This is an optimization exercise on Yosys and OpenROAD, whose aim is small area, a short achievable clock period and few clock cycles, not a production implementation.
Function was checked by simulation only, so behaviour that the tests miss may differ from the original.
Power is estimated from default activity; no workload was simulated.

`design/flow/constraint.sdc`:
```
create_clock -name core_clock -period 6.0 [get_ports {clk}]
set_input_delay 1.2000 -clock core_clock [delete_from_list [all_inputs] [get_ports {clk}]]
set_output_delay 1.2000 -clock core_clock [all_outputs]
set_load 0.01 [all_outputs]
```
`design/flow/config.mk`:
```
export PLATFORM = sky130hd
export DESIGN_NAME = pooling_unit
export DESIGN_NICKNAME = pooling_unit
export VERILOG_FILES = /design/flow/design.v
export SDC_FILE = /design/flow/constraint.sdc
export NUM_CORES = 4
export LEC_CHECK = 0
export CAP_MARGIN = 20
export CORE_MARGIN = 2
export CORE_UTILIZATION = 40
export SETUP_SLACK_MARGIN = 2.7
export SLEW_MARGIN = 20
```
`design/flow/standard.sh`:
```
#!/bin/bash
# synth_recipe.tcl (not shown) runs the flow's synth.tcl, then flattens the netlist and writes it again
# the make line also repeats each setting of config.mk as NAME=value (left out here)
make -C /OpenROAD-flow-scripts/flow DESIGN_CONFIG=/design/flow/config.mk WORK_HOME=/design/flow/orfs CLKGATE_MAP_FILE= SYNTH_SCRIPT=/design/flow/synth_recipe.tcl "${@:-finish}"
```
`design/flow/flow/run.sh`:
```
#!/bin/bash
# The standard layout, with the port buffers made of plain buffers
# (sky130_fd_sc_hd__buf_2) instead of the delay cells buffer_ports picks.
set -euo pipefail
export BUFFER_PORTS_ARGS="-buffer_cell sky130_fd_sc_hd__buf_2"
bash standard.sh > standard.log 2>&1
```
`design/flow/design.v`:
```
package pooling_pkg;
  typedef enum logic [1:0] {
    IDLE   = 2'd0,
    ACCUM  = 2'd1,
    DIVIDE = 2'd2,
    OUT    = 2'd3
  } state_t;
  typedef enum logic {
    POOL_MEAN = 1'b0,
    POOL_MAX  = 1'b1
  } mode_t;
  function automatic integer len_width(input integer max_len);
    len_width = $clog2(max_len + 1);
  endfunction
  function automatic integer acc_width(input integer il, input integer fl, input integer max_len);
    acc_width = il + fl + len_width(max_len);
  endfunction
endpackage
module pool_divider #(
  parameter int NSTEP = 1
) (
  input  logic [3:0]         r_in,
  input  logic [2*NSTEP-1:0] d_in,
  input  logic [5:0]         n1,
  input  logic [5:0]         n3,
  output logic [3:0]         r_out,
  output logic [2*NSTEP-1:0] q_out
);
  logic [3:0] r [NSTEP+1];
  logic [5:0] z [NSTEP];
  logic [6:0] s1 [NSTEP];
  logic [5:0] s2 [NSTEP];
  logic [6:0] s3 [NSTEP];
  logic       c1 [NSTEP];
  logic       c2 [NSTEP];
  logic       c3 [NSTEP];
  always_comb begin
    r[0] = r_in;
    for (int i = 0; i < NSTEP; i++) begin
      z[i]  = {r[i], d_in[2*NSTEP-1-2*i -: 2]};
      s1[i] = {1'b0, z[i]} + {1'b0, n1};
      s2[i] = {1'b0, z[i][5:1]} + {1'b0, n1[4:0]};
      s3[i] = {1'b0, z[i]} + {1'b0, n3};
      c1[i] = s1[i][6];
      c2[i] = s2[i][5];
      c3[i] = s3[i][6];
      q_out[2*NSTEP-1-2*i -: 2] = {c2[i], c3[i] | (c1[i] & !c2[i])};
      if (c3[i])      r[i+1] = s3[i][3:0];
      else if (c2[i]) r[i+1] = {s2[i][2:0], z[i][0]};
      else if (c1[i]) r[i+1] = s1[i][3:0];
      else            r[i+1] = z[i][3:0];
    end
    r_out = r[NSTEP];
  end
endmodule
module pooling_unit #(
  parameter  int IL       = 4,
  parameter  int FL       = 16,
  parameter  int CHANNELS = 4,
  parameter  int MAX_LEN  = 16,
  localparam int LEN_W    = pooling_pkg::len_width(MAX_LEN),
  localparam int ACC_W    = pooling_pkg::acc_width(IL, FL, MAX_LEN),
  localparam int DW       = IL + FL
) (
  input  logic                 clk,
  input  logic                 rst,
  input  logic                 start,
  input  logic                 mode,
  input  logic [LEN_W-1:0]     len_cfg,
  input  logic [CHANNELS*DW-1:0] in_data,
  input  logic                 in_valid,
  output logic                 in_ready,
  output logic [CHANNELS*DW-1:0] out_data,
  output logic                 out_valid,
  input  logic                 out_ready,
  output logic                 busy
);
  localparam int SW     = DW + 4;                
  localparam int LO     = 12;                    
  localparam int NSTEP  = 1;                     
  localparam int NDIV   = DW / (2 * NSTEP);      
  logic             st_acc, st_fix, st_div, st_cor, st_cor2, st_out, st_busy;
  logic             st_first;                    
  logic             mode_q, one_q;
  logic [3:0]       lm1_q;                       
  logic [5:0]       n1_q, n3_q;                  
  logic [3:0]       cnt_q;
  logic [LEN_W-1:0] len_clamped;
  logic             start_ok, beat, last_beat, last_div, any_cor2;
  logic [SW-1:0]         acc_q  [CHANNELS];
  logic                  cy_q   [CHANNELS];    
  logic                  neg_q  [CHANNELS];
  logic [3:0]            r_in   [CHANNELS];
  logic [DW-1:0]         x      [CHANNELS];
  logic [LO:0]           sum_lo [CHANNELS];
  logic [SW-LO-1:0]      sum_hi [CHANNELS];
  logic [DW-1:0]         xg     [CHANNELS];
  logic [DW-1:0]         q_new  [CHANNELS];
  logic                  cor    [CHANNELS];
  logic                  gt     [CHANNELS];
  logic [2*NSTEP-1:0]    d_in   [CHANNELS];
  logic [3:0]            r_nxt  [CHANNELS];
  logic [2*NSTEP-1:0]    q_nxt  [CHANNELS];
  assign in_ready  = st_acc;
  assign out_valid = st_out;
  assign busy      = st_busy;
  always_comb begin
    len_clamped = (len_cfg > LEN_W'(MAX_LEN)) ? LEN_W'(MAX_LEN) : len_cfg;
    start_ok    = start && !st_busy;
    beat        = in_valid && st_acc;
    last_beat   = beat && (cnt_q == '0);
    last_div    = st_div && (cnt_q == '0);
  end
  for (genvar g = 0; g < CHANNELS; g++) begin : g_lane
    always_comb begin
      x[g]      = in_data[g*DW +: DW];
      cor[g]    = neg_q[g] && (acc_q[g][SW-1:DW] != lm1_q);
      xg[g]     = x[g] & {DW{st_acc}};
      sum_lo[g] = {1'b0, acc_q[g][LO-1:0]} + (st_cor ? (LO+1)'(1) : {1'b0, x[g][LO-1:0]});
      sum_hi[g] = acc_q[g][SW-1:LO] + {{(SW-DW){xg[g][DW-1]}}, xg[g][DW-1:LO]}
                + (SW-LO)'(cy_q[g]);
      q_new[g]  = {acc_q[g][DW-2*NSTEP-1:0], q_nxt[g] ^ {(2*NSTEP){neg_q[g]}}};
      gt[g]     = {~x[g][DW-1], x[g][DW-2:0]} > {~acc_q[g][DW-1], acc_q[g][DW-2:0]};
      d_in[g]   = acc_q[g][DW-1 -: 2*NSTEP] ^ {(2*NSTEP){neg_q[g]}};
      r_in[g]   = acc_q[g][SW-1:DW] ^ {(SW-DW){st_first && acc_q[g][SW-1]}};
    end
    pool_divider #(
      .NSTEP(NSTEP)
    ) u_div (
      .r_in (r_in[g]),
      .d_in (d_in[g]),
      .n1   (n1_q),
      .n3   (n3_q),
      .r_out(r_nxt[g]),
      .q_out(q_nxt[g])
    );
    always_ff @(posedge clk) begin
      if (start_ok) begin
        acc_q[g] <= '0;
        acc_q[g][DW-1] <= mode && (len_clamped != '0);
        cy_q[g]  <= 1'b0;
      end else if (beat) begin
        if (!mode_q) begin
          acc_q[g] <= {sum_hi[g], sum_lo[g][LO-1:0]};
          cy_q[g]  <= sum_lo[g][LO];
        end else if (gt[g]) begin
          acc_q[g][DW-1:0] <= x[g];
        end
      end else if (st_fix) begin
        acc_q[g][SW-1:LO] <= sum_hi[g];
        neg_q[g] <= sum_hi[g][SW-LO-1];
      end else if (st_div) begin
        acc_q[g] <= {r_nxt[g], q_new[g]};
      end else if (st_cor) begin
        if (cor[g]) acc_q[g][LO-1:0] <= sum_lo[g][LO-1:0];
        cy_q[g]  <= cor[g] && sum_lo[g][LO];
      end else if (st_cor2) begin
        acc_q[g][SW-1:LO] <= sum_hi[g];
      end
    end
    assign out_data[g*DW +: DW] = acc_q[g][DW-1:0];
  end
  always_comb begin
    any_cor2 = 1'b0;
    for (int c = 0; c < CHANNELS; c++) any_cor2 |= cor[c] && (&acc_q[c][LO-1:0]);
  end
  always_ff @(posedge clk) begin
    if (rst) begin
      st_acc  <= 1'b0;
      st_fix  <= 1'b0;
      st_first <= 1'b0;
      st_div  <= 1'b0;
      st_cor  <= 1'b0;
      st_cor2 <= 1'b0;
      st_out  <= 1'b0;
      st_busy <= 1'b0;
    end else begin
      if (start_ok) begin
        st_busy <= 1'b1;
        st_acc  <= (len_clamped != '0);
        st_out  <= (len_clamped == '0);
      end
      if (last_beat) begin
        st_acc <= 1'b0;
        if (!mode_q && !one_q) st_fix <= 1'b1;
        else st_out <= 1'b1;
      end
      st_first <= st_fix;
      if (st_fix) begin
        st_fix <= 1'b0;
        st_div <= 1'b1;
      end
      if (last_div) begin
        st_div <= 1'b0;
        st_cor <= 1'b1;
      end
      if (st_cor) begin
        st_cor <= 1'b0;
        if (any_cor2) st_cor2 <= 1'b1;
        else st_out <= 1'b1;
      end
      if (st_cor2) begin
        st_cor2 <= 1'b0;
        st_out  <= 1'b1;
      end
      if (st_out && out_ready) begin
        st_out  <= 1'b0;
        st_busy <= 1'b0;
      end
    end
  end
  always_ff @(posedge clk) begin
    if (start_ok) begin
      mode_q <= mode;
      one_q  <= (len_clamped == LEN_W'(1));
      lm1_q  <= 4'(len_clamped - LEN_W'(1));
      n1_q   <= 6'(7'd64 - 7'(len_clamped));
      n3_q   <= 6'(8'd192 - 8'(len_clamped) * 8'd3);
      cnt_q  <= 4'(len_clamped - LEN_W'(1));
    end else if (last_beat) begin
      cnt_q  <= 4'(NDIV - 1);
    end else if (beat || st_div) begin
      cnt_q  <= cnt_q - 4'd1;
    end
  end
endmodule
```
==> results of run 1 <==
critical path, delay by kind of cell:
| family | cells | cell delay (ns) |
|---|---|---|
| AOI/OAI and AO/OA | 6 | 1.18 |
| xor gates and xnor gates | 1 | 0.10 |
| adders and majority gates | 2 | 0.62 |
| buffers and inverters | 1 | 0.12 |
| and+or+nand+nor | 1 | 0.28 |
power by group:
part           internal (W)  leakage [nW]  switching [W]
combinational      0.000743          6.34       0.000972
sequential          0.00103          1.13       0.000184
clock              0.000564         0.257       0.000431
state kept, by name, summed over array words and instances (netlist names), 4 cells and up:
signal	cells
acc_q	96
n1_q	6
n3_q	5
cnt_q	4
cy_q	4
lm1_q	4
neg_q	4
worst paths after layout:
kind / depth (start not counted) / slack [ns] / from / end
max: 11 / 2.76 / in_data[0] / acc_q[0][10]
min: 1 / 0.47 / st_cor2 / st_cor2
min reg2reg: 1 / 0.47 / st_cor2 / st_cor2
max reg2reg: 6 / 2.88 / lm1_q[0] / acc_q[3][2]
cell type report:
cell class / count / area share
clock inverter: 14 / 0.006519
timing repair buffer: 191 / 0.05731
sequential: 133 / 0.1693
multi-input combinational: 1551 / 0.6777
clock buffer: 18 / 0.02457
tap: 525 / 0.03761
inverter: 122 / 0.02636
antenna: 4 / 0.0005731
synthesized netlist by cell type (24+ instances only):
cell        n
a311oi_1   27
nor3_1     42
a21oi_1   174
nor2b_1    63
o21ai_0    96
a211oi_1   60
xnor2_1    79
fa_1       24
a221oi_1   29
edfxtp_1   29
ha_1      245
nand4_1    34
nand2_1   134
clkbuf_1   48
and2_1     35
nand3_1    30
a21o_1     62
dfxtp_1   104
nor2_1    108
buf_4      80
inv_1     122
xor2_1     66
a22oi_1    40
cell usage in the layout (no fill, tap or decap), drive strengths merged, types with 16 or more instances in the layout:
cell      n
nand4    34
clkbuf   18
a21oi   175
a221oi   29
nor3     42
and2     37
dfxtp   104
edfxtp   29
xor2     66
nand3    31
buf     191
nor2b    63
nand2   134
xnor2    79
a21o     62
a311oi   27
o21ai   101
nor2    110
a22oi    40
nand2b   16
fa       24
inv     122
o211ai   18
ha      245
a211oi   62
kinds of logic after synthesis:
kind of cell	after synthesis	share of synthesized area
compound gates	616	0.2596
xor+xnor	145	0.07966
fa+ha+maj	269	0.2224
buf+inv	274	0.08570
flops	133	0.1852
mux	19	0.01248
simple gates	502	0.1549
stage by stage:
step           hold slack, ns  worst slack [ns]    util  cells
3_3_place_gp           0.4550             1.972  0.4226   2518
6_report               0.4682             2.758  0.4416   2558
3_5_place_dp           0.4522             1.911  0.4226   2518
2_1_floorplan          0.4222             2.701       -   1958
4_1_cts                0.4600             2.722  0.4374   2550
5_1_grt                0.4882             2.683  0.4416   2558
metal layers:
layer  share of wire  GRT usage
met1            0.46     0.3317
met2            0.46     0.3796
met3           0.050    0.03020
met4           0.028    0.09437
met5               0          0
what timing repair did:
| item | 4_1_cts | 5_1_grt |
|---|---|---|
| endpoints found under the setup margin | 38 | 50 |
| buffers inserted | 0 | 3 |
| gates resized for setup | 10 | 30 |
| pin swaps | 0 | 7 |
==> summary.txt, run 1 <==
Die span in x = 203.6 µm
Startpoint types = input port
Antenna violations before repair = 4
Synthesized area = 15940 µm²
DRT iter0 DRCs = 1051
Die Y = 203.6 µm
Asr flop ratio synth = 0
Core ar. = 39550 µm²
Nets = 2376
Avg Inst Size Synth = 8.142 µm²
PwrDens = 224.4 nW/µm²
Maxcap violations = 0
Post-synth EDFFs = 29
Seq cells post-synth = 133
Crit-path cells = buf_2 -> or2_2 -> ha_1 -> fa_1 -> a21o_1 -> a21oi_2 -> o21ai_1 -> a221oi_2 -> xnor2_1 -> a211oi_1 -> a211oi_1
Critical path class = in2reg
I/O pins = 174
Hold_buf cts = 0
Share of the synthesized area in the top cell type = 0.1923
Gr ovfl total = 0
Site Rows = 73
Fin Clk Skew = 0.009830 ns
Final Hold Fails = 0
Fmax achieved = 0.3084 GHz
Number of global-route vias before repair = 14173
Final Cycle Share = 0.5404
Crit-path slowest cell = fa_1
# DRC = 0
Port buffer count = 173
Vias per inst = 5.797
Seq/Total Area, Yosys = 0.1852
Largest net degree at the start of global routing = 72
Outcome = finished clean
RePlAce Congestion = 0.8848
Detailed Place HPWL = 38200 µm
Least-Margin Pin Slew = 0.9879 ns
Min cycle time layout = 3.242 ns
Critical path peak fanout = 3
Sequential Area = 2958 µm²
Fill cells = 3923
Antenna viol nets, final = 0
Pleak = 7.730 nW
Setup TNS = 0 ns
Maximum VDD drop = 0.1872 mV
Crit-path max cell delay = 0.41 ns
Cts bufs inserted = 17
Largest area contributor in the netlist = ha_1
Reg clk slew, reported paths = 0.06 ns
CTS Sinks = 133
Post-Synthesis Cells = 1958
WP data required = 6.28 ns
Yosys cell types = 67
GRT Total Usage = 0.2402
WL/cell = 19.56 µm
Ranking of synthesized cells by area = ha_1 (19%), dfxtp_1 (13%), a21oi_1 (5.5%)
Detailed-route via count = 14830
Die area = 41470 µm²
First-pass iteration count of the detailed router = 6
Share of layout cells above drive strength 1 = 0.1434
CTS root buffer = clkbuf_16
Slew headroom = 0.3328
Multi-input gate area = 11840 µm²
Worst skew pair latency = 0.44 ns
CTS H-tree depth = 4
Syn_nets = 2318
# setup viols final = 0
RSZ-0062 raised after global routing = true
Ys Warns = 36
Area growth from synthesis to layout = 9.559%
CTS Buffer Depth = 2
Fin area = 17470 µm²
Area after DPL = 16710 µm²
TritonCTS clock tree = built
WP data arrival = 3.52 ns
Most common cell on crit path = a211oi_1
Power Total = 0.003920 W
First-pass GRT wire length = 79000 µm
Post-Route WL = 50030 µm
Post-synth top flop = dfxtp_1
Hold Path Class = reg2reg
Fin. max-slew vios = 0
CP endpoint kind = register
Initial core utilization = 0.4031
Testbench counts, summed over its fixed seeds: cycles 12,707.
==> run 2, diff against run 1 <==
--- a/design/flow/config.mk
+++ b/design/flow/config.mk
@@ -9,4 +9,5 @@
 export CORE_MARGIN = 2
 export CORE_UTILIZATION = 40
+export CTS_BUF_LIST = sky130_fd_sc_hd__clkbuf_4 sky130_fd_sc_hd__clkbuf_8
 export SETUP_SLACK_MARGIN = 2.7
 export SLEW_MARGIN = 20
==> run 2 against run 1 <==
Still clean. Power decreased by 7.2%. Count of clock-buffer cells in the layout is the same. Core utilization down 0.59 points. Sequential share of layout area up 0.23 points. Non-clock buffer count rose by 1. Via count is 0.14% lower. Fmax up 1.2%. Final area is 1.3% lower. Sequential power about the same. Global-route usage is 0.055 points lower. Clock skew is 0.0023 ns higher.
==> summary.txt, run 2 <==
Fin Clk Skew = 0.01214 ns
FF-to-FF Start = lm1_q[0]
Ys Warns = 36
Number of global-route vias before repair = 14156
Syn_nets = 2318
Crit-path max cell delay = 0.43 ns
Post-Synthesis Cells = 1958
Share of layout cells above drive strength 1 = 0.1414
Die area = 41470 µm²
Vias per inst = 5.785
Share of the synthesized area in the top cell type = 0.1923
Outcome = finished clean
PwrDens = 211.2 nW/µm²
GRT met2 Usage = 0.3802
CTS Buffer Depth = 2
Slack of the critical path = 2.797 ns
Largest area contributor in the netlist = ha_1
Largest register FFs = 96
Commonest non-fill, non-tap cell in the layout = ha_1
Commonest cells after routing, fill and taps aside = ha_1 (245), buf_2 (173), a21oi_1 (167), nand2_1 (134), inv_1 (121)
Die Y = 203.6 µm
Synth cell count leaders = ha_1 (245), a21oi_1 (174), nand2_1 (134), inv_1 (122), nor2_1 (108)
GRT Total Usage = 0.2396
Detailed Place HPWL = 38200 µm
WP data required = 6.34 ns
Startpoint types = input port
RePlAce Congestion = 0.8848
Maximum VDD drop = 0.1363 mV
Antenna viol nets, final = 0
Biggest regs = acc_q: 96 flops, n1_q: 6 flops, n3_q: 5 flops
Fin. max-slew vios = 0
CTS Sinks = 133
CP endpoint kind = register
Worst r2r dst = acc_q[3][2]
Flop pwr share = 0.332
Hold Path Class = reg2reg
Combinational power share = 0.470
Synthesized area = 15940 µm²
GR Util met3 = 0.03212
Endpoint, Worst Hold = st_cor2
Final Cycle Share = 0.5339
WL/cell = 19.50 µm
WP data arrival = 3.55 ns
Hold_buf cts = 0
Slew headroom = 0.3001
Worst skew pair latency = 0.48 ns
Multi-input gate area = 11780 µm²
CTS root buffer = clkbuf_8
GRT busiest layer = met2
First-pass iteration count of the detailed router = 6
Internal power = 0.002090 W
Cts bufs inserted = 17
Crit-path slowest cell = fa_1
Largest net degree at the start of global routing = 72
Delay-heaviest family, CP = compound AO/OA/AOI/OAI gates
Yosys cell types = 67
Reg2Reg Depth = 6
Seq/Total Area, Yosys = 0.1852
Switching share of power = 0.4256
Nets = 2377
Reg with most FFs = acc_q
Initial core utilization = 0.4031
Setup TNS = 0 ns
Antenna violations before repair = 5
Clk pwr share = 0.199
First-pass GRT wire length = 78760 µm
Critical path class = in2reg
Hold_sp = st_cor2
Least-Margin Pin Slew = 1.036 ns
Gr ovfl total = 0
RSZ-0062 raised after global routing = false
Seq cells post-synth = 133
Reg clk slew, reported paths = 0.08 ns
Sequential Area = 2958 µm²
Top-count cell post-synth = ha_1
Fmax achieved = 0.3122 GHz
Min cycle time layout = 3.203 ns
Fill cells = 3941
Detailed-route via count = 14809
DP Worst Slack = 1.911 ns
# DRC = 0
Die span in x = 203.6 µm
Avg Inst Size Synth = 8.142 µm²
TritonCTS clock tree = built
Power Total = 0.003639 W
CTS H-tree depth = 4
# setup viols final = 0
Asr flop ratio synth = 0
Critical path peak fanout = 3
Port buffer count = 173
Post-Route WL = 49930 µm
Post-synth EDFFs = 29
Core ar. = 39550 µm²
Ranking of synthesized cells by area = ha_1 (19%), dfxtp_1 (13%), a21oi_1 (5.5%)
Final Hold Fails = 0
Site Rows = 73
I/O pins = 174
GR Layer Usage met1 = 0.3289
DRT iter0 DRCs = 958
Maxcap violations = 0
Crit-path cells = buf_2 -> or2_2 -> ha_1 -> fa_1 -> a21oi_2 -> o2111ai_1 -> a41oi_2 -> xnor2_1 -> nor2_1 -> a221oi_1 -> a211oi_2
Pleak = 7.628 nW
R2r setup slk = 2.80 ns
CP Buf/Inv Count = 1
Hold Crit Depth = 1
Sw Pwr = 0.001549 W
Area growth from synthesis to layout = 8.091%
Post-synth top flop = dfxtp_1
[run 2: layout make-up]
class                      instances  share of cell area
tap                              525             0.03812
inverter                         122             0.02672
antenna                            5           0.0007261
sequential                       133              0.1716
clock buffer                      18             0.01401
clock inverter                    14            0.006607
timing repair buffer             192             0.05852
multi-input combinational       1551              0.6837
[run 2: cells by family (layout without fill, tap and decap cells)]
| kind of cell | Yosys count | in the layout | synth area share |
|---|---|---|---|
| AOI/OAI and AO/OA | 616 | 616 | 0.2596 |
| xor gates and xnor gates | 145 | 145 | 0.07966 |
| adders and majority gates | 269 | 269 | 0.2224 |
| buffers and inverters | 274 | 346 | 0.08570 |
| DFF | 133 | 133 | 0.1852 |
| muxes | 19 | 19 | 0.01248 |
| other | 0 | 5 | 0 |
| and+or+nand+nor | 502 | 502 | 0.1549 |
[run 2: routing by layer]
layer	wire length, µm	vias up
met2	22720	436
met3	2521	88
met5	0	-
met1	23190	7037
li1	-	7248
met4	1494	0
[run 2: worst max-delay path by stage]
| stage | end | cells after the start | from | slack [ns] |
|---|---|---|---|---|
| 2_1_floorplan | acc_q[2][22] | 11 | in_data[52] | 2.70 |
| 3_3_place_gp | acc_q[3][11] | 8 | in_valid | 1.97 |
| 3_5_place_dp | acc_q[3][11] | 8 | in_valid | 1.91 |
| 4_1_cts | acc_q[2][23] | 10 | st_first | 2.72 |
| 5_1_grt | acc_q[1][23] | 10 | in_data[32] | 2.71 |
| 6_report | acc_q[1][10] | 11 | in_data[20] | 2.80 |
[run 2: power by group through the flow]
stage	clock (W)	sequential (W)	combinational [W]
final	0.000723	0.00121	0.00171
after CTS	0.000733	0.00121	0.00169
after floorplan	0	0.00115	0.00134
after global routing	0.000769	0.00123	0.00193
after global placement	0	0.00123	0.00164
after detailed placement	0	0.00123	0.00167
[run 2: metrics by stage]
stage          area (µm²)  cells  hold slack (ns)    util
4_1_cts             17090   2550           0.4629  0.4322
3_5_place_dp        16710   2518           0.4522  0.4226
5_1_grt             17230   2559           0.4914  0.4357
3_3_place_gp        16710   2518           0.4550  0.4226
6_report            17230   2560           0.4699  0.4357
2_1_floorplan       15980   1958           0.4222       -
[run 2: timing repair]
action	4_1_cts	5_1_grt
setup endpoints to repair	33	34
buffers inserted	0	4
pin swaps	0	5
resized for setup	7	24
==> run 3, diff against run 2 <==
--- a/design/flow/config.mk
+++ b/design/flow/config.mk
@@ -10,4 +10,4 @@
 export CORE_UTILIZATION = 40
 export CTS_BUF_LIST = sky130_fd_sc_hd__clkbuf_4 sky130_fd_sc_hd__clkbuf_8
-export SETUP_SLACK_MARGIN = 2.7
+export SETUP_SLACK_MARGIN = 3.0
 export SLEW_MARGIN = 20
==> run 3 against run 2 <==
Clock power rose by 15%. Worst hold slack got worse by 0.0046 ns. Highest routed layer is now met5. Power rose by 6.6%. Largest power group unchanged. First-iteration DRC count rose by 19%. Area after synthesis did not move. Critical path type unchanged. Largest cell class unchanged. Core utilization rose by 2.6 points. Sequential power barely moved.
==> summary.txt, run 3 <==
CTS Buffer Depth = 2
Crit-path max cell delay = 0.43 ns
Die span in x = 203.6 µm
Share of layout cells above drive strength 1 = 0.2016
Post-synth EDFFs = 29
Ranking of synthesized cells by area = ha_1 (19%), dfxtp_1 (13%), a21oi_1 (5.5%)
Outcome = finished clean
Port buffer count = 173
Nets = 2415
Crit-path cells = buf_2 -> nor2b_1 -> ha_1 -> nor4_2 -> o2111ai_1 -> a31oi_1 -> o21ai_0 -> xor2_1 -> a211oi_1 -> a211oi_1
Fmax achieved = 0.3343 GHz
WL/cell = 19.72 µm
RePlAce Congestion = 0.9123
CTS H-tree depth = 4
Seq cells post-synth = 133
Die Y = 203.6 µm
Inst Count DP = 2519
Startpoint types = input port
Hold Path Class = reg2reg
Endpoint, Worst Hold = st_cor2
Critical path peak fanout = 3
Crit-path slowest cell = nor4_2
Flop pwr share = 0.313
Internal power = 0.002253 W
DRT iter0 DRCs = 1139
FF-to-FF Start = neg_q[1]
Maxcap violations = 0
Commonest non-fill, non-tap cell in the layout = ha_1
Yosys cell types = 67
Worst r2r dst = acc_q[1][21]
# DRC = 0
Final Cycle Share = 0.4985
Min Hold Slack = 0.4653 ns
Sw Pwr = 0.001627 W
CP endpoint kind = register
Gr ovfl total = 0
TritonCTS clock tree = built
Post-Synthesis Cells = 1958
Reg2Reg Depth = 10
Setup TNS = 0 ns
Syn_nets = 2318
Antenna violations before repair = 7
Slew headroom = 0.2440
Post-synth top flop = dfxtp_1
Die area = 41470 µm²
I/O pins = 174
First-pass GRT wire length = 79100 µm
Largest net degree at the start of global routing = 89
Hold Crit Depth = 1
Crit. path cell count = 10
Combinational power share = 0.471
Slack of the critical path = 3.009 ns
Area growth from synthesis to layout = 14.61%
Switching share of power = 0.4194
Antenna viol nets, final = 0
Reg clk slew, reported paths = 0.08 ns
Commonest cells after routing, fill and taps aside = ha_1 (237), buf_2 (170), a21oi_1 (154), nand2_1 (132), inv_1 (119)
Asr flop ratio synth = 0
Post-Route WL = 51240 µm
WP data arrival = 3.30 ns
Hold_buf cts = 0
Detailed Place HPWL = 38580 µm
Initial core utilization = 0.4031
Maximum VDD drop = 0.1242 mV
CP Buf/Inv Count = 1
Clk pwr share = 0.215
Vias per inst = 5.864
Final Instance Count excl. Fillers = 2599
Least-Margin Pin Slew = 1.119 ns
Biggest regs = acc_q: 96 flops, n1_q: 6 flops, n3_q: 5 flops
DP Worst Slack = 2.246 ns
Largest register FFs = 96
Min cycle time layout = 2.991 ns
CTS root buffer = clkbuf_8
Final Hold Fails = 0
Reg with most FFs = acc_q
Top-count cell post-synth = ha_1
Avg Inst Size Synth = 8.142 µm²
RSZ-0062 raised after global routing = true
Ys Warns = 36
CTS Sinks = 133
Fin Clk Skew = 0.01626 ns
First-pass iteration count of the detailed router = 7
Number of global-route vias before repair = 14276
R2r setup slk = 3.09 ns
Fin. max-slew vios = 0
Most common cell on crit path = a211oi_1
Synth cell count leaders = ha_1 (245), a21oi_1 (174), nand2_1 (134), inv_1 (122), nor2_1 (108)
Site Rows = 73
GRT Total Usage = 0.2397
WP data required = 6.31 ns
# setup viols final = 0
Delay-heaviest family, CP = compound AO/OA/AOI/OAI gates
Area after DPL = 17010 µm²
Fin area = 18270 µm²
Worst skew pair latency = 0.48 ns
Critical path class = in2reg
Seq/Total Area, Yosys = 0.1852
Largest area contributor in the netlist = ha_1
PwrDens = 212.3 nW/µm²
Core ar. = 39550 µm²
Cts bufs inserted = 17
Pleak = 7.999 nW
Synthesized area = 15940 µm²
Share of the synthesized area in the top cell type = 0.1923
Detailed-route via count = 15240
Hold_sp = st_cor2
## run 3: worst max-delay path by stage
stage | start | endpoint | slack, ns
2_1_floorplan | in_data[0] | acc_q[0][10] | 2.84
3_3_place_gp | in_valid | cy_q[1] | 2.27
3_5_place_dp | in_valid | cy_q[1] | 2.25
4_1_cts | neg_q[3] | acc_q[3][0] | 2.90
5_1_grt | neg_q[3] | acc_q[3][0] | 2.93
6_report | in_data[7] | acc_q[0][11] | 3.01
## run 3: area by class of cell
| class | instances | area (µm²) |
|---|---|---|
| antenna | 6 | 15.01 |
| clock buffer | 18 | 241.5 |
| clock inverter | 14 | 175.2 |
| fill | 3869 | 21280 |
| inverter | 122 | 460.4 |
| multi-input combinational | 1553 | 12400 |
| sequential | 133 | 2959 |
| tap | 525 | 656.9 |
| timing repair buffer | 228 | 1361 |
## run 3: layer usage
metal	vias up	part of all wire	global-route usage
met5	-	0.00021	0
met4	2	0.024	0.08081
met3	76	0.049	0.02764
met2	468	0.47	0.3887
met1	7342	0.46	0.3295
li1	7352	-	-
## run 3: power groups by stage
stage               sequential, W  combinational [W]  clock, W
floorplan                 0.00116            0.00137         0
global placement          0.00124            0.00167         0
detailed placement        0.00124            0.00170         0
CTS                       0.00121            0.00174  0.000847
global route              0.00123            0.00205  0.000880
finish                    0.00122            0.00183  0.000835
## run 3: cells by family after synthesis
group	share of synthesized area
xor gates and xnor gates	0.07966
adders and majority gates	0.2224
muxes	0.01248
and+or+nand+nor	0.1549
AOI/OAI and AO/OA	0.2596
buffers and inverters	0.08570
DFF	0.1852
## run 3: worst reg2reg max path, cell delays in order, from the launching register on
cell      delay [ns]
edfxtp_1        0.52
buf_4           0.22
xor2_4          0.21
fa_1            0.47
a21o_1          0.18
a21oi_1         0.17
o21ai_2         0.13
mux2_2          0.30
mux2_2          0.27
mux2i_1         0.21
a221oi_2        0.10
## run 3: timing repair
item                                    4_1_cts  5_1_grt
pin swaps                                     3       42
gates cloned                                  0        2
endpoints found under the setup margin       70       80
gates resized for setup                      27       80
buffers inserted                              8       32
## run 3: stage by stage
stage	utilization	total power (W)
3_5_place_dp	0.4300	0.002941
3_3_place_gp	0.4300	0.002903
4_1_cts	0.4460	0.003799
5_1_grt	0.4620	0.004158
6_report	0.4620	0.003880
2_1_floorplan	-	0.002532
==> run 4, diff against run 3 <==
--- a/design/flow/config.mk
+++ b/design/flow/config.mk
@@ -10,4 +10,4 @@
 export CORE_UTILIZATION = 40
 export CTS_BUF_LIST = sky130_fd_sc_hd__clkbuf_4 sky130_fd_sc_hd__clkbuf_8
-export SETUP_SLACK_MARGIN = 3.0
+export SETUP_SLACK_MARGIN = 2.9
 export SLEW_MARGIN = 20
==> run 4 against run 3 <==
Still clean on timing, DRC and antenna. First-iteration DRC count fell by 7.8%. Die area did not move. Sequential share of layout area rose by 0.51 points. Clock skew rose by 0.0019 ns. Power fell by 3.9%. Clock power fell by 8.9%. Non-clock buffer count fell by 21. Core utilization fell by 1.4 points. Routed wire length fell by 0.32%. Worst setup slack got worse by 0.044 ns. Synthesized cell count did not move. Critical path type unchanged.
==> summary.txt, run 4 <==
GRT Total Usage = 0.2434
Switching share of power = 0.4230
Fin. max-slew vios = 0
Asr flop ratio synth = 0
WL/cell = 19.82 µm
Worst r2r dst = st_out
Vias per inst = 5.824
First-pass iteration count of the detailed router = 5
Clk pwr share = 0.204
First-pass GRT wire length = 80480 µm
Critical path peak fanout = 3
Slew headroom = 0.2766
Antenna violations before repair = 6
Fmax achieved = 0.3295 GHz
Fill cells = 3956
Detailed-route via count = 15009
TritonCTS clock tree = built
Yosys cell types = 67
CTS H-tree depth = 4
# DRC = 0
Post-Synthesis Cells = 1958
Hold_buf cts = 0
Final Cycle Share = 0.5059
Core ar. = 39550 µm²
Commonest non-fill, non-tap cell in the layout = ha_1
Crit-path slowest cell = fa_2
Largest net degree at the start of global routing = 66
Die area = 41470 µm²
Internal power = 0.002152 W
Largest area contributor in the netlist = ha_1
Largest register FFs = 96
Endpoint, Worst Hold = st_cor2
Ys Warns = 36
# setup viols final = 0
RePlAce Congestion = 0.8918
Critical path class = in2reg
Startpoint types = input port
CTS root buffer = clkbuf_8
Gr ovfl total = 0
Flop pwr share = 0.324
Area growth from synthesis to layout = 11.07%
PwrDens = 210.6 nW/µm²
Final Util = 0.4478
Initial core utilization = 0.4031
Crit-path cells = buf_2 -> and2_1 -> fa_2 -> a211oi_2 -> o21bai_1 -> a31oi_1 -> o211ai_1 -> o41ai_2 -> xor2_1 -> o221a_2
Hold_sp = st_cor2
FF-to-FF Start = lm1_q[0]
R2r setup slk = 3.00 ns
CP endpoint kind = register
Die Y = 203.6 µm
I/O pins = 174
Site Rows = 73
Seq cells post-synth = 133
Synth cell count leaders = ha_1 (245), a21oi_1 (174), nand2_1 (134), inv_1 (122), nor2_1 (108)
Biggest regs = acc_q: 96 flops, n1_q: 6 flops, n3_q: 5 flops
Cts bufs inserted = 17
Number of global-route vias before repair = 14471
Met3 routed WL = 2274 µm
Met2 WL = 23770 µm
Commonest cells after routing, fill and taps aside = ha_1 (241), buf_2 (173), a21oi_1 (164), nand2_1 (133), inv_1 (120)
Antenna viol nets, final = 0
Post-synth top flop = dfxtp_1
WP data arrival = 3.40 ns
Syn_nets = 2318
Nets = 2393
Worst skew pair latency = 0.48 ns
CTS Buffer Depth = 2
Maxcap violations = 0
Max Used Layer = met4
Seq/Total Area, Yosys = 0.1852
Fin Clk Skew = 0.01815 ns
Sw Pwr = 0.001578 W
Post-Route WL = 51080 µm
DRT met1 WL = 23850 µm
Port buffer count = 173
Combinational power share = 0.472
Avg Inst Size Synth = 8.142 µm²
CTS Sinks = 133
Reg clk slew, reported paths = 0.08 ns
Crit-path max cell delay = 0.37 ns
WP data required = 6.36 ns
Detailed Place HPWL = 38860 µm
Final Hold Fails = 0
Fin area = 17710 µm²
Pleak = 7.802 nW
Hold Path Class = reg2reg
Die span in x = 203.6 µm
RSZ-0062 raised after global routing = true
Hold Crit Depth = 1
Outcome = finished clean
Share of the synthesized area in the top cell type = 0.1923
DRT iter0 DRCs = 1050
Reg2Reg Depth = 7
Setup TNS = 0 ns
Maximum VDD drop = 0.1362 mV
Top-count cell post-synth = ha_1
Least-Margin Pin Slew = 1.071 ns
Min cycle time layout = 3.035 ns
Post-synth EDFFs = 29
Area after DPL = 16900 µm²
Ranking of synthesized cells by area = ha_1 (19%), dfxtp_1 (13%), a21oi_1 (5.5%)
Share of layout cells above drive strength 1 = 0.1701
Synthesized area = 15940 µm²
Reg with most FFs = acc_q
-- run 4: cell counts after synthesis --
Identical to the previous run, type by type.
-- run 4: what timing repair did --
item | 4_1_cts | 5_1_grt
setup buffers | 0 | 16
gates resized for setup | 13 | 45
setup endpoints to repair | 29 | 73
cloned | 0 | 1
pin swaps | 0 | 8
hold endpoints to repair | 0 | 0
-- run 4: worst max-delay path, delay by kind of cell --
family / cells / cell delay (ns)
buf+inv: 1 / 0.12
compound gates: 6 / 1.39
simple gates: 1 / 0.16
xor+xnor: 1 / 0.14
fa+ha+maj: 1 / 0.37
-- run 4: power by group through the flow --
| stage | clock, W | sequential [W] | combinational (W) |
|---|---|---|---|
| floorplan | 0 | 0.00116 | 0.00136 |
| global placement | 0 | 0.00123 | 0.00166 |
| detailed placement | 0 | 0.00123 | 0.00170 |
| CTS | 0.000774 | 0.00121 | 0.00172 |
| global route | 0.000807 | 0.00123 | 0.00199 |
| finish | 0.000761 | 0.00121 | 0.00176 |
-- run 4: layout make-up --
cell class | count | area, µm² | share of cell area
Tap cell | 525 | 656.9 | 0.03709
Multi-Input combinational cell | 1552 | 12100 | 0.6833
Clock inverter | 15 | 140.1 | 0.007914
Clock buffer | 17 | 234.0 | 0.01321
Timing Repair Buffer | 207 | 1144 | 0.06458
Inverter | 122 | 460.4 | 0.02600
Sequential cell | 133 | 2958 | 0.1670
Antenna cell | 6 | 15.01 | 0.0008479
-- run 4: metrics by stage --
step           cells  total power (W)  worst slack, ns  hold slack (ns)
3_5_place_dp    2522         0.002927            2.302           0.4582
2_1_floorplan   1958         0.002516            2.812           0.4222
6_report        2577         0.003730            2.965           0.4691
3_3_place_gp    2522         0.002887            2.400           0.4575
4_1_cts         2554         0.003699            2.887           0.4751
5_1_grt         2577         0.004021            2.847           0.4902
-- run 4: cell families (layout without fill, tap and decap cells) --
group,Yosys count,after routing,synth area share
flip-flops,133,133,0.1852
adder cells (fa/ha/maj),269,269,0.2224
multiplexers,19,19,0.01248
AND/OR/NAND/NOR,502,502,0.1549
AO/OA/AOI/OAI,616,617,0.2596
other,0,6,0
buffers and inverters,274,361,0.08570
XOR/XNOR,145,145,0.07966
-- run 4: worst max path at each step --
stage | start | endpoint
floorplan | in_data[0] | acc_q[0][10]
global placement | in_valid | cy_q[1]
detailed placement | in_valid | cy_q[1]
CTS | neg_q[3] | acc_q[3][0]
global route | acc_q[2][23] | acc_q[2][0]
finish | in_data[32] | acc_q[1][23]
-- run 4: metal layers --
layer / global-route usage / up-vias
met5: 0 / -
met4: 0.08160 / 0
met3: 0.02764 / 77
met2: 0.3912 / 424
met1: 0.3381 / 7230
li1: - / 7278
==> run 5, diff against run 4 <==
--- a/design/flow/design.v
+++ b/design/flow/design.v
@@ -80,8 +80,9 @@
   localparam int NSTEP  = 1;                     
   localparam int NDIV   = DW / (2 * NSTEP);      
-  logic             st_acc, st_fix, st_div, st_cor, st_cor2, st_out, st_busy;
+  logic             st_acc, st_fix, st_div, st_cor, st_cor2, st_out;
+  logic             st_busy;                     
   logic             st_first;                    
-  logic             mode_q, one_q;
-  logic [3:0]       lm1_q;                       
+  logic             mode_q;
+  logic [3:0]       lm1;                         
   logic [5:0]       n1_q, n3_q;                  
   logic [3:0]       cnt_q;
@@ -104,5 +105,7 @@
   assign in_ready  = st_acc;
   assign out_valid = st_out;
+  assign st_busy   = st_acc || st_fix || st_div || st_cor || st_cor2 || st_out;
   assign busy      = st_busy;
+  assign lm1       = ~n1_q[3:0];
   always_comb begin
     len_clamped = (len_cfg > LEN_W'(MAX_LEN)) ? LEN_W'(MAX_LEN) : len_cfg;
@@ -115,5 +118,5 @@
     always_comb begin
       x[g]      = in_data[g*DW +: DW];
-      cor[g]    = neg_q[g] && (acc_q[g][SW-1:DW] != lm1_q);
+      cor[g]    = neg_q[g] && (acc_q[g][SW-1:DW] != lm1);
       xg[g]     = x[g] & {DW{st_acc}};
       sum_lo[g] = {1'b0, acc_q[g][LO-1:0]} + (st_cor ? (LO+1)'(1) : {1'b0, x[g][LO-1:0]});
@@ -174,8 +177,6 @@
       st_cor2 <= 1'b0;
       st_out  <= 1'b0;
-      st_busy <= 1'b0;
     end else begin
       if (start_ok) begin
-        st_busy <= 1'b1;
         st_acc  <= (len_clamped != '0);
         st_out  <= (len_clamped == '0);
@@ -183,5 +184,5 @@
       if (last_beat) begin
         st_acc <= 1'b0;
-        if (!mode_q && !one_q) st_fix <= 1'b1;
+        if (!mode_q && !(&n1_q)) st_fix <= 1'b1;
         else st_out <= 1'b1;
       end
@@ -206,5 +207,4 @@
       if (st_out && out_ready) begin
         st_out  <= 1'b0;
-        st_busy <= 1'b0;
       end
     end
@@ -213,6 +213,4 @@
     if (start_ok) begin
       mode_q <= mode;
-      one_q  <= (len_clamped == LEN_W'(1));
-      lm1_q  <= 4'(len_clamped - LEN_W'(1));
       n1_q   <= 6'(7'd64 - 7'(len_clamped));
       n3_q   <= 6'(8'd192 - 8'(len_clamped) * 8'd3);
--- a/design/flow/config.mk
+++ b/design/flow/config.mk
@@ -10,4 +10,4 @@
 export CORE_UTILIZATION = 40
 export CTS_BUF_LIST = sky130_fd_sc_hd__clkbuf_4 sky130_fd_sc_hd__clkbuf_8
-export SETUP_SLACK_MARGIN = 2.9
+export SETUP_SLACK_MARGIN = 3.0
 export SLEW_MARGIN = 20
==> run 5 against run 4 <==
Still clean. Flip-flop and latch count shrank 6. Core utilization grew 1.6 points. Non-clock buffer count grew 8. Fmax shrank 0.28%. Worst hold slack gained 0.0085 ns. Count of clock-buffer cells in the layout grew 5. Critical path type unchanged. Largest cell class unchanged. Largest power group unchanged. Highest routed layer is now met5.
==> summary.txt, run 5 <==
CP endpoint kind = register
Hold Path Class = reg2reg
Biggest regs = acc_q: 96 flops, n1_q: 6 flops, n3_q: 5 flops
First-pass iteration count of the detailed router = 7
WL/cell = 20.53 µm
Post-Route WL = 53180 µm
Fmax achieved = 0.3285 GHz
Outcome = finished clean
R2r setup slk = 3.09 ns
Ranking of synthesized cells by area = ha_1 (19%), dfxtp_1 (13%), xnor2_1 (4.8%)
Seq/Total Area, Yosys = 0.1766
Initial core utilization = 0.4068
Asr flop ratio synth = 0
Crit-path max cell delay = 0.44 ns
Crit. path cell count = 10
Pleak = 7.814 nW
Post-synth EDFFs = 24
# DRC = 0
Syn_nets = 2334
Hold_buf cts = 0
Reg with most FFs = acc_q
Reg2Reg Depth = 11
CTS Sinks = 127
Synthesized area = 15760 µm²
Synth cell count leaders = ha_1 (243), a21oi_1 (151), nor2_1 (135), nand2_1 (116), inv_1 (110)
Commonest non-fill, non-tap cell in the layout = ha_1
Critical path class = in2reg
Ys Warns = 36
Die Y = 202.5 µm
WP data required = 6.34 ns
Nets = 2414
CTS root buffer = clkbuf_8
GRT Total Usage = 0.2495
Multi-input gate area = 12470 µm²
Maxcap violations = 0
Final Hold Fails = 0
Detailed-route via count = 15397
CTS Buffer Depth = 2
Port buffer count = 173
Area growth from synthesis to layout = 14.06%
DRT iter0 DRCs = 1150
Antenna violations before repair = 4
Post-synth top flop = dfxtp_1
Setup TNS = 0 ns
Sequential Area = 2791 µm²
Die span in x = 202.5 µm
Antenna viol nets, final = 0
Hold Crit Depth = 1
Core ar. = 38740 µm²
Final Cycle Share = 0.5073
Worst skew pair latency = 0.48 ns
RSZ-0062 raised after global routing = true
Largest area contributor in the netlist = ha_1
Die area = 41000 µm²
Maximum VDD drop = 0.1715 mV
Min cycle time layout = 3.044 ns
Share of layout cells above drive strength 1 = 0.1861
Slew headroom = 0.4012
Avg Inst Size Synth = 7.975 µm²
# setup viols final = 0
Min Hold Slack = 0.4776 ns
I/O pins = 174
Site Rows = 72
Fill cells = 3870
Fin Clk Skew = 0.01723 ns
Least-Margin Pin Slew = 0.8982 ns
RePlAce Congestion = 0.9010
Reg clk slew, reported paths = 0.08 ns
Largest net degree at the start of global routing = 71
Seq cells post-synth = 127
Gr ovfl total = 0
Post-Synthesis Cells = 1976
Vias per inst = 5.945
WP data arrival = 3.38 ns
Top-count cell post-synth = ha_1
Number of global-route vias before repair = 14555
CP Buf/Inv Count = 1
Crit-path cells = buf_8 -> and2_4 -> fa_2 -> a21oi_2 -> o211ai_1 -> o41ai_4 -> o211ai_1 -> or4_1 -> a21oi_2 -> a211oi_1
Critical path peak fanout = 3
Yosys cell types = 67
Commonest cells after routing, fill and taps aside = ha_1 (229), buf_2 (171), a21oi_1 (135), nor2_1 (134), nand2_1 (111)
PwrDens = 235.6 nW/µm²
Largest register FFs = 96
First-pass GRT wire length = 81030 µm
Detailed Place HPWL = 38870 µm
Cts bufs inserted = 17
Fin. max-slew vios = 0
CTS H-tree depth = 4
Crit-path slowest cell = o41ai_4
Delay-heaviest family, CP = compound AO/OA/AOI/OAI gates
Share of the synthesized area in the top cell type = 0.1929
Startpoint types = input port
TritonCTS clock tree = built
==> run 5: metal layers <==
| layer | vias up | wire length (µm) | GRT usage |
|---|---|---|---|
| met4 | 2 | 2040 | 0.1097 |
| met2 | 552 | 23830 | 0.3954 |
| li1 | 7330 | - | - |
| met3 | 123 | 3733 | 0.04815 |
| met1 | 7390 | 23570 | 0.3297 |
| met5 | - | 16 | 0 |
==> run 5: layout make-up <==
type,instances,area share
clock inverter,10,0.005290
sequential,127,0.1553
inverter,111,0.02367
timing repair buffer,215,0.07003
tap,518,0.03606
clock buffer,22,0.01545
multi-input combinational,1584,0.6938
antenna,3,0.0004177
==> run 5: kinds of logic (layout without fill, tap and decap cells) <==
| family | after synthesis | count (layout) | share of synthesized area |
|---|---|---|---|
| muxes | 17 | 17 | 0.01112 |
| other | 0 | 3 | 0 |
| DFF | 127 | 127 | 0.1766 |
| and+or+nand+nor | 539 | 539 | 0.1703 |
| buffers and inverters | 268 | 358 | 0.08368 |
| adders and majority gates | 267 | 267 | 0.2234 |
| xor gates and xnor gates | 142 | 142 | 0.07892 |
| AOI/OAI and AO/OA | 616 | 619 | 0.2560 |
==> run 5: metrics by stage <==
step	setup WS, ns	utilization	area (µm²)	cells	total power, W
finish	2.956	0.4640	17970	2590	0.004235
global route	2.862	0.4639	17970	2588	0.004557
CTS	3.000	0.4464	17290	2561	0.004139
detailed placement	2.055	0.4318	16720	2526	0.003331
global placement	2.075	0.4318	16720	2526	0.003284
floorplan	2.813	-	15990	1976	0.002834
==> run 5: worst paths after layout <==
| path | start | endpoint |
|---|---|---|
| max reg2reg | st_acc | acc_q[3][23] |
| min reg2reg | st_out | st_out |
| min | st_out | st_out |
| max | in_data[72] | acc_q[3][23] |
==> run 5: worst register-to-register path, stage by stage (launching register included) <==
cell      delay (ns)
dfxtp_4         0.53
buf_6           0.25
nand2_1         0.13
inv_1           0.07
ha_1            0.23
a21oi_2         0.16
o211ai_1        0.17
o41ai_4         0.44
o211ai_1        0.17
or4_1           0.44
a21oi_2         0.15
a211oi_1        0.06
==> run 5: power breakdown <==
group	switching, W	internal (W)
Clock	0.000381	0.000390
Sequential	0.000232	0.00100
Combinational	0.00126	0.000972
==> run 5: timing repair <==
action,in CTS,in global routing
resized for setup,28,87
setup buffers,3,23
cloned,0,3
pin swaps,3,24
endpoints found under the setup margin,125,83
endpoints found under the hold margin,0,0
Testbench counts of run 5, summed over its fixed seeds: cycles 12,707.
==> run 6, diff against run 5 <==
--- a/design/flow/config.mk
+++ b/design/flow/config.mk
@@ -10,4 +10,5 @@
 export CORE_UTILIZATION = 40
 export CTS_BUF_LIST = sky130_fd_sc_hd__clkbuf_4 sky130_fd_sc_hd__clkbuf_8
-export SETUP_SLACK_MARGIN = 3.0
+export SETUP_SLACK_MARGIN = 2.9
 export SLEW_MARGIN = 20
+export TNS_END_PERCENT = 0
==> run 6 against run 5 <==
Synthesized cell count stayed put. Flip-flop and latch count stayed put. Power is 0.75% lower. Clock skew is 0.0060 ns lower. Critical path type unchanged. Critical endpoint is now acc_q[2][10]. Largest power group unchanged. Highest routed layer is now met4.
==> summary.txt, run 6 <==
Outcome = finished clean
Post-Route WL = 51660 µm
Site Rows = 72
Internal power = 0.002375 W
Sw Pwr = 0.001828 W
First-pass iteration count of the detailed router = 5
Least-Margin Pin Slew = 1.045 ns
Fin. max-slew vios = 0
Critical path class = in2reg
Commonest non-fill, non-tap cell in the layout = ha_1
Critical path peak fanout = 3
CTS Buffer Depth = 2
I/O pins = 174
Biggest regs = acc_q: 96 flops, n1_q: 6 flops, n3_q: 5 flops
Maximum VDD drop = 0.1471 mV
Post-synth top flop = dfxtp_1
Die Y = 202.5 µm
Crit-path slowest cell = fa_1
Detailed Place HPWL = 38900 µm
Pleak = 7.683 nW
Avg Inst Size Synth = 7.975 µm²
Startpoint types = input port
WL/cell = 20.05 µm
Post-Synthesis Cells = 1976
Area after DPL = 16570 µm²
Fmax achieved = 0.3169 GHz
Crit-path max cell delay = 0.42 ns
Min Hold Slack = 0.4723 ns
CTS Sinks = 127
Fin area = 17260 µm²
Share of the synthesized area in the top cell type = 0.1929
Largest net degree at the start of global routing = 69
Gr ovfl total = 0
Seq/Total Area, Yosys = 0.1766
Final Hold Fails = 0
Fill cells = 3997
Final Cycle Share = 0.5259
CTS H-tree depth = 4
WP data required = 6.34 ns
Antenna viol nets, final = 0
Asr flop ratio synth = 0
Clk pwr share = 0.199
# DRC = 0
Fin Clk Skew = 0.01125 ns
PwrDens = 243.5 nW/µm²
RePlAce Congestion = 0.9047
First-pass GRT wire length = 81010 µm
DRT iter0 DRCs = 1091
TritonCTS clock tree = built
Reg clk slew, reported paths = 0.08 ns
Area growth from synthesis to layout = 9.536%
Core ar. = 38740 µm²
Synth cell count leaders = ha_1 (243), a21oi_1 (151), nor2_1 (135), nand2_1 (116), inv_1 (110)
Combinational power share = 0.508
CTS root buffer = clkbuf_8
Hold_buf cts = 0
Nets = 2398
Ranking of synthesized cells by area = ha_1 (19%), dfxtp_1 (13%), xnor2_1 (4.8%)
Most common cell on crit path = a211oi_1
Reg2Reg Depth = 6
Share of layout cells above drive strength 1 = 0.1388
Ys Warns = 36
Post-synth EDFFs = 24
Detailed-route via count = 15082
# setup viols final = 0
Vias per inst = 5.853
Antenna violations before repair = 4
Die area = 41000 µm²
Yosys cell types = 67
Switching share of power = 0.4350
Seq cells post-synth = 127
Crit-path cells = buf_2 -> inv_1 -> nand2_1 -> ha_1 -> fa_1 -> a21o_1 -> a21oi_1 -> o21ai_1 -> a41oi_1 -> xnor2_1 -> a211oi_1 -> a211oi_1
Flop pwr share = 0.293
CP endpoint kind = register
Die span in x = 202.5 µm
GRT Total Usage = 0.2482
Commonest cells after routing, fill and taps aside = ha_1 (243), buf_2 (173), a21oi_1 (144), nor2_1 (135), nand2_1 (114)
RSZ-0062 raised after global routing = true
Synthesized area = 15760 µm²
Slew headroom = 0.3031
Hold Path Class = reg2reg
Top-count cell post-synth = ha_1
Reg with most FFs = acc_q
Port buffer count = 173
Min cycle time layout = 3.156 ns
Number of global-route vias before repair = 14491
Largest area contributor in the netlist = ha_1
Hold Crit Depth = 1
Initial core utilization = 0.4068
Setup TNS = 0 ns
Largest register FFs = 96
Syn_nets = 2334
Cts bufs inserted = 17
Worst skew pair latency = 0.47 ns
Maxcap violations = 0
WP data arrival = 3.49 ns
-- run 6: area by class of cell --
class,instances,area (µm²),area share
diodes,6,15.01,0.0008698
clock buffers,27,346.6,0.02008
clock inverters,5,75.07,0.004349
inverters,111,417.9,0.02421
multi-input cells,1581,11860,0.6869
flip-flops and latches,127,2789,0.1616
well taps,518,648.1,0.03755
repair buffers,202,1112,0.06444
-- run 6: worst max-delay path, delay by kind of cell --
kind	cells	cell delay [ns]
compound gates	6	1.26
xor+xnor	1	0.12
fa+ha+maj	2	0.65
buf+inv	2	0.20
simple gates	1	0.06
-- run 6: cell families (layout without fill, tap and decap cells) --
group,Yosys count,after routing,share of synthesized area
adder cells (fa/ha/maj),267,267,0.2234
AND/OR/NAND/NOR,539,539,0.1703
other,0,6,0
buffers and inverters,268,345,0.08368
multiplexers,17,17,0.01112
AO/OA/AOI/OAI,616,616,0.2560
flip-flops,127,127,0.1766
XOR/XNOR,142,142,0.07892
-- run 6: final timing paths --
check	slack, ns	start	endpoint
setup / recovery	2.84	in_data[40]	acc_q[2][10]
hold / removal	0.47	st_out	st_out
setup reg to reg	2.89	mode_q	acc_q[3][12]
hold reg to reg	0.47	st_out	st_out
-- run 6: metal layers --
metal | up-vias | share of wire | track usage
met2 | 494 | 0.46 | 0.4025
li1 | 7301 | - | -
met4 | 0 | 0.029 | 0.08785
met1 | 7184 | 0.46 | 0.3380
met3 | 103 | 0.053 | 0.03258
met5 | - | 0 | 0
-- run 6: timing repair --
| action | 4_1_cts | 5_1_grt |
|---|---|---|
| pin swaps | 0 | 5 |
| setup buffers | 3 | 5 |
| resized for setup | 9 | 24 |
| endpoints found under the setup margin | 94 | 73 |
-- run 6: power by group through the flow --
stage / logic, W / registers (W) / clock network, W
after floorplan: 0.00166 / 0.00115 / 0
after global placement: 0.00202 / 0.00125 / 0
after detailed placement: 0.00206 / 0.00125 / 0
after CTS: 0.00209 / 0.00123 / 0.000843
after global routing: 0.00239 / 0.00125 / 0.000882
final: 0.00214 / 0.00123 / 0.000837
-- run 6: metrics by stage --
step	setup slack (ns)	cells	utilization	total power, W
after floorplan	2.798	1976	-	0.002803
after global placement	2.085	2531	0.4278	0.003265
after detailed placement	2.031	2531	0.4278	0.003310
after CTS	2.754	2566	0.4405	0.004161
after global routing	2.736	2574	0.4454	0.004526
final	2.844	2577	0.4456	0.004203
==> run 7, diff against run 6 <==
--- a/design/flow/config.mk
+++ b/design/flow/config.mk
@@ -12,3 +12,2 @@
 export SETUP_SLACK_MARGIN = 2.9
 export SLEW_MARGIN = 20
-export TNS_END_PERCENT = 0
==> run 7 against run 6 <==
Final area is 1.1% higher. Synthesized cell count stayed put. Worst setup slack better by 0.14 ns. Count of clock-buffer cells in the layout is 10 lower. Largest cell class unchanged. Core utilization is 0.49 points higher. Combinational power hardly changed. Global-route usage is 0.11 points lower. Sequential power hardly changed.
==> summary.txt, run 7 <==
Die area = 41000 µm²
Largest area contributor in the netlist = ha_1
I/O pins = 174
Biggest regs = acc_q: 96 flops, n1_q: 6 flops, n3_q: 5 flops
Largest net degree at the start of global routing = 47
Slew headroom = 0.4284
Slack of the critical path = 2.980 ns
Final Hold Fails = 0
Post-synth EDFFs = 24
WL/cell = 19.93 µm
Top-count cell post-synth = ha_1
Fmax achieved = 0.3311 GHz
Detailed Place HPWL = 39070 µm
Post-synth top flop = dfxtp_1
WP data required = 6.35 ns
Commonest non-fill, non-tap cell in the layout = ha_1
Cts bufs inserted = 17
Post-Synthesis Cells = 1976
Avg Inst Size Synth = 7.975 µm²
Inst Count DP = 2531
# DRC = 0
Area growth from synthesis to layout = 10.74%
Critical path peak fanout = 3
First-pass iteration count of the detailed router = 5
Synth cell count leaders = ha_1 (243), a21oi_1 (151), nor2_1 (135), nand2_1 (116), inv_1 (110)
Vias per inst = 5.827
DP Worst Slack = 1.792 ns
Critical path class = in2reg
RePlAce Congestion = 0.8950
Seq/Total Area, Yosys = 0.1766
CTS Sinks = 127
Die span in x = 202.5 µm
Min cycle time layout = 3.020 ns
Startpoint types = input port
Final Instance Count excl. Fillers = 2583
Fill cells = 3986
RSZ-0062 raised after global routing = true
Reg with most FFs = acc_q
Ys Warns = 36
Outcome = finished clean
Share of layout cells above drive strength 1 = 0.1566
Largest register FFs = 96
TritonCTS clock tree = built
# setup viols final = 0
Seq cells post-synth = 127
WP data arrival = 3.37 ns
Pleak = 7.726 nW
First-pass GRT wire length = 80590 µm
Maximum VDD drop = 0.1305 mV
Synthesized area = 15760 µm²
CTS H-tree depth = 4
Die Y = 202.5 µm
Fin. max-slew vios = 0
Share of the synthesized area in the top cell type = 0.1929
Syn_nets = 2334
DRT iter0 DRCs = 1165
CTS root buffer = clkbuf_8
Detailed-route via count = 15052
Gr ovfl total = 0
Hold Path Class = reg2reg
Asr flop ratio synth = 0
Worst skew pair latency = 0.48 ns
Fin Clk Skew = 0.01723 ns
Setup TNS = 0 ns
Antenna violations before repair = 3
CP endpoint kind = register
Nets = 2408
Yosys cell types = 67
Initial core utilization = 0.4068
Post-Route WL = 51490 µm
Hold_buf cts = 0
CTS Buffer Depth = 2
Maxcap violations = 0
PwrDens = 240.9 nW/µm²
Least-Margin Pin Slew = 0.8553 ns
Final Cycle Share = 0.5034
Reg clk slew, reported paths = 0.08 ns
GRT Total Usage = 0.2471
Ranking of synthesized cells by area = ha_1 (19%), dfxtp_1 (13%), xnor2_1 (4.8%)
Commonest cells after routing, fill and taps aside = ha_1 (243), buf_2 (173), a21oi_1 (140), nor2_1 (134), nand2_1 (113)
Core ar. = 38740 µm²
Port buffer count = 173
Antenna viol nets, final = 0
Number of global-route vias before repair = 14447
Site Rows = 72
==> run 7: final timing paths <==
check | from | slack [ns] | end | depth (start not counted)
setup / recovery | in_data[32] | 2.98 | acc_q[1][22] | 12
hold / removal | st_out | 0.48 | st_out | 1
setup reg to reg | acc_q[3][23] | 3.00 | acc_q[3][0] | 10
hold reg to reg | st_out | 0.48 | st_out | 1
==> run 7: kinds of logic after synthesis <==
logic type	Yosys count	synth area share
multiplexers	17	0.01112
adder cells (fa/ha/maj)	267	0.2234
XOR/XNOR	142	0.07892
buffers and inverters	268	0.08368
AND/OR/NAND/NOR	539	0.1703
AO/OA/AOI/OAI	616	0.2560
flip-flops	127	0.1766
==> run 7: final cells by class <==
type,instances,area [µm²],share of cell area
well taps,518,648.1,0.03714
multi-input cells,1581,12010,0.6880
inverters,111,422.9,0.02423
clock inverters,15,167.7,0.009607
clock buffers,17,234.0,0.01341
repair buffers,212,1179,0.06754
diodes,2,5.005,0.0002868
flip-flops and latches,127,2789,0.1598
==> run 7: stage by stage <==
stage               total power, W  instance area (µm²)  hold slack [ns]    util
finish                    0.004204                17450           0.4751  0.4505
global route              0.004531                17450           0.5092  0.4505
CTS                       0.004156                17150           0.4739  0.4426
detailed placement        0.003314                16610           0.4621  0.4288
global placement          0.003265                16610           0.4559  0.4288
floorplan                 0.002814                15830           0.4494       -
==> run 7: layer usage <==
layer	routed length, µm	GRT usage	share of wire
met5	0	0	0
met2	23930	0.4094	0.46
met1	23340	0.3282	0.45
met3	2711	0.03628	0.053
met4	1513	0.08498	0.029
==> run 7: where the power goes <==
part / internal [W] / total, W / switching (W)
logic: 0.000940 / 0.00216 / 0.00122
registers: 0.00100 / 0.00123 / 0.000228
clock network: 0.000408 / 0.000815 / 0.000407
==> run 7: critical path, stage by stage <==
cell and delay (ns):
buf_2 0.11, and2_1 0.14, fa_1 0.25, inv_1 0.08, fa_1 0.42, nor2b_1 0.22
o2111ai_2 0.16, a31oi_2 0.22, a31oi_1 0.13, xnor2_1 0.15, a22oi_1 0.19, a21oi_1 0.09
==> run 7: repair_timing <==
| action | CTS | global route |
|---|---|---|
| gates cloned | 0 | 0 |
| endpoints found under the setup margin | 59 | 73 |
| gates resized for setup | 19 | 40 |
| pin swaps | 2 | 10 |
| setup buffers | 4 | 14 |
==> run 8, diff against run 7 <==
--- a/design/flow/config.mk
+++ b/design/flow/config.mk
@@ -10,4 +10,5 @@
 export CORE_UTILIZATION = 40
 export CTS_BUF_LIST = sky130_fd_sc_hd__clkbuf_4 sky130_fd_sc_hd__clkbuf_8
+export PLACE_DENSITY = 0.7
 export SETUP_SLACK_MARGIN = 2.9
 export SLEW_MARGIN = 20
==> run 8 against run 7 <==
Register-to-register slack hardly changed. Global-route usage is 0.71 points lower. Area after synthesis is the same. Still clean on timing, DRC and antenna. Synthesized cell count unchanged. Highest routed layer is now met5. Critical path depth decreased by 8. Clock power is 2.9% higher.
==> summary.txt, run 8 <==
Outcome = finished clean
Port buffer count = 173
Top-count cell post-synth = ha_1
Switching share of power = 0.4344
Antenna viol nets, final = 0
PwrDens = 243.2 nW/µm²
Largest area contributor in the netlist = ha_1
Setup TNS = 0 ns
TritonCTS clock tree = built
Number of global-route vias before repair = 14957
Fin Clk Skew = 0.01366 ns
Min Hold Slack = 0.4926 ns
Share of layout cells above drive strength 1 = 0.1535
Ranking of synthesized cells by area = ha_1 (19%), dfxtp_1 (13%), xnor2_1 (4.8%)
WP data required = 4.80 ns
Post-synth top flop = dfxtp_1
Clk pwr share = 0.198
Commonest cells after routing, fill and taps aside = ha_1 (242), buf_2 (173), a21oi_1 (141), nor2_1 (135), nand2_1 (112)
DP Worst Slack = 1.980 ns
Final Instance Count excl. Fillers = 2578
CTS Buffer Depth = 2
Synthesized area = 15760 µm²
First-pass GRT wire length = 79260 µm
Final Hold Fails = 0
WL/cell = 19.69 µm
FF-to-FF Start = neg_q[3]
Hold_sp = st_out
DRT iter0 DRCs = 1209
Slew headroom = 0.2416
Largest register FFs = 96
Fmax achieved = 0.3305 GHz
Flop pwr share = 0.290
Detailed-route via count = 15422
Combinational power share = 0.512
GRT Total Usage = 0.2400
Sequential Area = 2785 µm²
Fill cells = 3904
Maximum VDD drop = 0.1556 mV
Share of the synthesized area in the top cell type = 0.1929
Fin area = 17430 µm²
Vias per inst = 5.982
Commonest non-fill, non-tap cell in the layout = ha_1
Syn_nets = 2334
Pleak = 7.701 nW
Nets = 2403
Die span in x = 202.5 µm
Post-synth EDFFs = 24
Largest net degree at the start of global routing = 56
Synth cell count leaders = ha_1 (243), a21oi_1 (151), nor2_1 (135), nand2_1 (116), inv_1 (110)
Cts bufs inserted = 17
First-pass iteration count of the detailed router = 7
Avg Inst Size Synth = 7.975 µm²
Internal power = 0.002397 W
Min cycle time layout = 3.025 ns
Post-Route WL = 50760 µm
Reg clk slew, reported paths = 0.08 ns
Initial core utilization = 0.4068
Detailed Place HPWL = 38100 µm
Slack of the critical path = 2.975 ns
Fin. max-slew vios = 0
CTS H-tree depth = 4
Inst Count DP = 2531
Worst skew pair latency = 0.48 ns
WP data arrival = 1.83 ns
Startpoint types = register
# setup viols final = 0
RePlAce Congestion = 0.9316
Asr flop ratio synth = 0
Seq/Total Area, Yosys = 0.1766
Site Rows = 72
# DRC = 0
Biggest regs = acc_q: 96 flops, n1_q: 6 flops, n3_q: 5 flops
Reg with most FFs = acc_q
Least-Margin Pin Slew = 1.135 ns
Die area = 41000 µm²
Critical path peak fanout = 48
Area growth from synthesis to layout = 10.58%
Seq cells post-synth = 127
Maxcap violations = 0
Multi-input gate area = 12030 µm²
Hold Path Class = reg2reg
RSZ-0062 raised after global routing = true
CTS Sinks = 127
CTS root buffer = clkbuf_8
Ys Warns = 36
Critical path class = reg2out
Setup crit start = st_cor
Die Y = 202.5 µm
CP endpoint kind = output port
Antenna violations before repair = 5
Area after DPL = 16620 µm²
Sw Pwr = 0.001841 W
Core ar. = 38740 µm²
Gr ovfl total = 0
I/O pins = 174
Yosys cell types = 67
Post-Synthesis Cells = 1976
Final Cycle Share = 0.5042
-- run 8: cell counts after synthesis --
No cell type changed its count.
-- run 8: per-stage QoR --
| step | total power, W | utilization |
|---|---|---|
| global placement | 0.003237 | 0.4287 |
| CTS | 0.004169 | 0.4426 |
| floorplan | 0.002814 | - |
| global route | 0.004537 | 0.4497 |
| finish | 0.004237 | 0.4499 |
| detailed placement | 0.003307 | 0.4289 |
-- run 8: cell type report --
type | instances | share of cell area
clock inverters | 13 | 0.009764
well taps | 518 | 0.03719
inverters | 111 | 0.02391
clock buffers | 19 | 0.01429
diodes | 2 | 0.0002872
multi-input cells | 1581 | 0.6902
repair buffers | 207 | 0.06455
flip-flops and latches | 127 | 0.1598
-- run 8: what timing repair did --
item / in CTS / in global routing
gates cloned: 0 / 0
hold buffers: 0 / 0
pin swaps: 0 / 15
resized for setup: 14 / 42
endpoints found under the setup margin: 53 / 50
buffers inserted: 6 / 7
-- run 8: final timing paths --
kind                 endpoint  slack [ns]  depth (start not counted)
hold / removal         st_out        0.49                          1
hold reg to reg        st_out        0.49                          1
setup / recovery         busy        2.97                          4
setup reg to reg  acc_q[3][0]        3.01                         10
-- run 8: cells by family (layout without fill, tap and decap cells) --
logic type / after synthesis / in the layout / synth area share
xor+xnor: 142 / 142 / 0.07892
mux: 17 / 17 / 0.01112
buf+inv: 268 / 350 / 0.08368
other cells: 0 / 2 / 0
simple gates: 539 / 539 / 0.1703
compound gates: 616 / 616 / 0.2560
flops: 127 / 127 / 0.1766
fa+ha+maj: 267 / 267 / 0.2234
-- run 8: metal layers --
| metal | wire [µm] | vias to the layer above | GRT usage |
|---|---|---|---|
| met5 | 21 | - | 0 |
| met4 | 2358 | 4 | 0.1197 |
| met3 | 3878 | 143 | 0.04815 |
| met2 | 23310 | 605 | 0.3941 |
| met1 | 21200 | 7364 | 0.2996 |
| li1 | - | 7306 | - |
-- run 8: power groups by stage --
stage / combinational (W) / clock (W) / sequential (W)
2_1_floorplan: 0.00167 / 0 / 0.00115
3_3_place_gp: 0.00199 / 0 / 0.00124
3_5_place_dp: 0.00206 / 0 / 0.00124
4_1_cts: 0.00210 / 0.000846 / 0.00122
5_1_grt: 0.00241 / 0.000879 / 0.00125
6_report: 0.00217 / 0.000839 / 0.00123
-- run 8: worst max-delay path: stages, from the launching register on --
cell	delay [ns]
dfxtp_2	0.34
buf_4	0.49
nor2_1	0.12
nand3_1	0.21
buf_2	0.19

-- what the ideal ports hide --
In the flow no input, the clock included, has a driving cell. The finished layouts below were timed again as built, in two steps. Step 1 (the two cells are an assumption about what drives the block):
set clk [get_ports {clk}]
set_driving_cell -lib_cell sky130_fd_sc_hd__clkbuf_16 $clk
set_driving_cell -lib_cell sky130_fd_sc_hd__buf_2 [delete_from_list [all_inputs] $clk]
Step 2, shift: input delay + t, output delay - t, t = (earliest + latest rising clock arrival at the registers) / 2. This alone moves slack from input paths to output paths. Slacks: ideal ports / drivers / drivers and shift; pairs: ideal ports / drivers.
run | t (ns) | setup slack, ns | slew at the worst register clock pin (ns) | worst data-port slew with drivers (ns)
run 1 | 0.481 | 2.758 / 2.790 / 2.309 | 0.06 / 0.06 | 0.09
run 2 | 0.522 | 2.797 / 2.799 / 2.291 | 0.09 / 0.09 | 0.09
run 3 | 0.520 | 3.009 / 3.033 / 2.513 | 0.09 / 0.09 | 0.10
run 4 | 0.514 | 2.965 / 2.960 / 2.447 | 0.09 / 0.09 | 0.09
run 5 | 0.524 | 2.956 / 2.962 / 2.439 | 0.09 / 0.09 | 0.12
run 6 | 0.520 | 2.844 / 2.855 / 2.335 | 0.09 / 0.09 | 0.11
run 7 | 0.522 | 2.980 / 2.948 / 2.426 | 0.09 / 0.09 | 0.10
run 8 | 0.516 | 2.975 / 2.926 / 2.439 | 0.09 / 0.09 | 0.10
After both steps setup and hold are still met in every run listed. For run 7, which loses most, drivers alone change the setup slack by -0.032 ns; drivers and shift together by -0.554 ns.
